Source: an optimization exercise on an open RTL-to-GDS flow (aim: small area and a short achievable clock period). Production flows keep margins and buffers that such runs may drop.
Only simulation tests tie the RTL to the original design; equivalence was not proved.
Power is estimated from default activity; no workload was simulated.

## arrmul
module arrmul (
  input  logic         clk,
  input  logic         reset,
  input  logic [0:127] reg_A,
  input  logic [0:127] reg_B,
  input  logic [0:1]   ctrl_ww,
  input  logic [0:4]   alu_op,
  output logic [0:127] result
);
Settings: LEC_CHECK=0, CAP_MARGIN=20, CORE_MARGIN=2, CORE_UTILIZATION=40, SLEW_MARGIN=20, SYNTH_HIERARCHICAL=1; clock period 15.0 ns.
standard.sh (not shown) runs the stock make flow with config.mk's settings and CLKGATE_MAP_FILE= SYNTH_SCRIPT=/design/flow/synth_recipe.tcl, a recipe that flattens the netlist after the stock synthesis.
==> flow/flow/run.sh <==
#!/bin/bash
# Standard ORFS layout with extra make settings from flow/make_args.txt (one VAR=value per
# line): the port buffers' cell and timing-repair margins. make's full output goes to make.log.
set -euo pipefail
args=()
while IFS= read -r line; do
  [[ -z "$line" || "$line" == \#* ]] && continue
  args+=("$line")
done < flow/make_args.txt
bash standard.sh "${args[@]}" finish > make.log 2>&1
==> flow/flow/make_args.txt <==
BUFFER_PORTS_ARGS=-buffer_cell sky130_fd_sc_hd__buf_1
SETUP_SLACK_MARGIN=7
Change:
--- a/flow/design.v
+++ b/flow/design.v
@@ -23,43 +23,34 @@
   input  logic a,
   input  logic b,
   output logic s,
   output logic co
 );
   assign s = a ^ b;
   assign co = a & b;
 endmodule
 module mul16_lane (
   input  logic [31:0] xa,
   input  logic [31:0] xb,
-  input  logic [0:1]  ctrl_ww,
-  input  logic [0:4]  alu_op,
+  input  logic        sel_e,     
+  input  logic        sel_o,     
+  input  logic        sel_e16,   
+  input  logic        sel_e8,    
+  input  logic        sel_o16,   
+  input  logic        sel_o8,    
+  input  logic        valid,     
+  input  logic        sv,        
+  input  logic        s8,        
+  input  logic        s16,       
   output logic [31:0] p
 );
-  logic mul, w8, w16, odd, sgn, valid, sv, s8, s16;
-  logic sel_e, sel_o, sel_e16, sel_e8, sel_o16, sel_o8;
-  assign mul = alu_op[0:2] == 3'b100;   
-  assign w8 = ctrl_ww == 2'd0;
-  assign w16 = ctrl_ww == 2'd1;
-  assign sgn = alu_op[3];
-  assign odd = alu_op[4];
-  assign sel_e = ~odd;
-  assign sel_o = odd;
-  assign sel_e16 = ~odd & ctrl_ww[1];
-  assign sel_e8 = ~odd & ~ctrl_ww[1];
-  assign sel_o16 = odd & ctrl_ww[1];
-  assign sel_o8 = odd & ~ctrl_ww[1];
-  assign valid = mul & (w8 | w16);
-  assign sv = mul & sgn & (w8 | w16);
-  assign s8 = mul & sgn & w8;
-  assign s16 = mul & sgn & w16;
   logic [15:0] a, b, ag, bg;
   logic [31:0] x, y, sum;
   assign a[15:8] = ({8{sel_e}} & xa[31:24]) | ({8{sel_o16}} & xa[15:8]) | ({8{sel_o8}} & xa[23:16]);
   assign a[7:0] = ({8{sel_o}} & xa[7:0]) | ({8{sel_e16}} & xa[23:16]) | ({8{sel_e8}} & xa[15:8]);
   assign b[15:8] = {8{valid}} & (({8{sel_e}} & xb[31:24]) | ({8{sel_o16}} & xb[15:8]) | ({8{sel_o8}} & xb[23:16]));
   assign b[7:0] = {8{valid}} & (({8{sel_o}} & xb[7:0]) | ({8{sel_e16}} & xb[23:16]) | ({8{sel_e8}} & xb[15:8]));
   assign ag = {8'h00, ({8{sel_o16}} & xa[7:0]) | ({8{sel_e16}} & xa[23:16])};
   assign bg = {8'h00, {8{valid}} & (({8{sel_o16}} & xb[7:0]) | ({8{sel_e16}} & xb[23:16]))};
   logic pp1, pp2, pp3, pp4, pp5, pp6, pp7, pp8, pp9, pp10, pp11, pp12, pp13, pp14, pp15, pp16;
   logic pp17, pp18, pp19, pp20, pp21, pp22, pp23, pp24, pp25, pp26, pp27, pp28, pp29, pp30, pp31, pp32;
   logic pp33, pp34, pp35, pp36, pp37, pp38, pp39, pp40, pp41, pp42, pp43, pp44, pp45, pp46, pp47, pp48;
@@ -827,24 +818,43 @@
   assign p = {sum[31] ^ sv, sum[30:16], sum[15] ^ s8, sum[14:0]};
 endmodule
 module arrmul (
   input  logic         clk,
   input  logic         reset,
   input  logic [0:127] reg_A,
   input  logic [0:127] reg_B,
   input  logic [0:1]   ctrl_ww,
   input  logic [0:4]   alu_op,
   output logic [0:127] result
 );
+  logic        mul, w8, w16, sgn, odd, valid;
+  logic        sel_e, sel_o, sel_e16, sel_e8, sel_o16, sel_o8, sv, s8, s16;
   logic [31:0] prod [4];
   logic [0:127] nxt;
+  assign mul = alu_op[0:2] == 3'b100;   
+  assign w8 = ctrl_ww == arrmul_pkg::w8;
+  assign w16 = ctrl_ww == arrmul_pkg::w16;
+  assign sgn = alu_op[3];
+  assign odd = alu_op[4];
+  assign sel_e = ~odd;
+  assign sel_o = odd;
+  assign sel_e16 = ~odd & ctrl_ww[1];
+  assign sel_e8 = ~odd & ~ctrl_ww[1];
+  assign sel_o16 = odd & ctrl_ww[1];
+  assign sel_o8 = odd & ~ctrl_ww[1];
+  assign valid = mul & (w8 | w16);
+  assign sv = mul & sgn & (w8 | w16);
+  assign s8 = mul & sgn & w8;
+  assign s16 = mul & sgn & w16;
   for (genvar k = 0; k < 4; k++) begin : g_lane
     mul16_lane u_mul (
-      .xa(reg_A[32*k +: 32]), .xb(reg_B[32*k +: 32]), .ctrl_ww(ctrl_ww), .alu_op(alu_op), .p(prod[k])
+      .xa(reg_A[32*k +: 32]), .xb(reg_B[32*k +: 32]),
+      .sel_e(sel_e), .sel_o(sel_o), .sel_e16(sel_e16), .sel_e8(sel_e8), .sel_o16(sel_o16), .sel_o8(sel_o8),
+      .valid(valid), .sv(sv), .s8(s8), .s16(s16), .p(prod[k])
     );
   end
   assign nxt = {prod[0], prod[1], prod[2], prod[3]};
   always_ff @(posedge clk or negedge reset) begin
     if (!reset) result <= '0;
     else result <= nxt;
   end
 endmodule
Via count goes down by about 3.5%.
Global-route usage goes up by 0.56 points.
Sequential cell count stays the same.
Synthesized area goes down by 2.7%.
Die area goes down by about 2.7%.
Hold slack gets better by 0.078 ns.
Routed wire length goes up by about 0.7%.
Sequential power goes down by about 2%.
First-iteration DRC count goes up by about 27%.
Final cell count goes down by 6.1%.
Worst setup slack gets worse by 0.093 ns.
Cell area goes down by 5.8%.
Total power goes down by about 1.2%.

==> port drivers added, routing unchanged <==
The results above use ideal ports. As a check the final layouts listed here were re-extracted and re-timed, cells and wires unchanged. Step 1 (the two cells are an assumption about what drives the block):
set clk [get_ports {clk}]
set_driving_cell -lib_cell sky130_fd_sc_hd__clkbuf_16 $clk
set_driving_cell -lib_cell sky130_fd_sc_hd__buf_2 [delete_from_list [all_inputs] $clk]
Step 2, shift: input delay + t, output delay - t, t = (earliest + latest rising clock arrival at the registers) / 2. This alone moves slack from input paths to output paths. a / b / c = ideal ports / drivers / drivers and shift; a / b = the first two.
run | shift t [ns] | setup slack, ns | worst hold slack (ns)
the first run | 0.572 | 6.578 / 6.437 / 5.865 | 2.495 / 2.453 / 3.025
the second run | 0.564 | 6.485 / 6.331 / 5.768 | 2.573 / 2.530 / 3.094
After both steps every run listed still meets setup and hold. The setup slack of the second run, which loses most, moves by -0.154 ns with the drivers and by -0.717 ns with both steps.
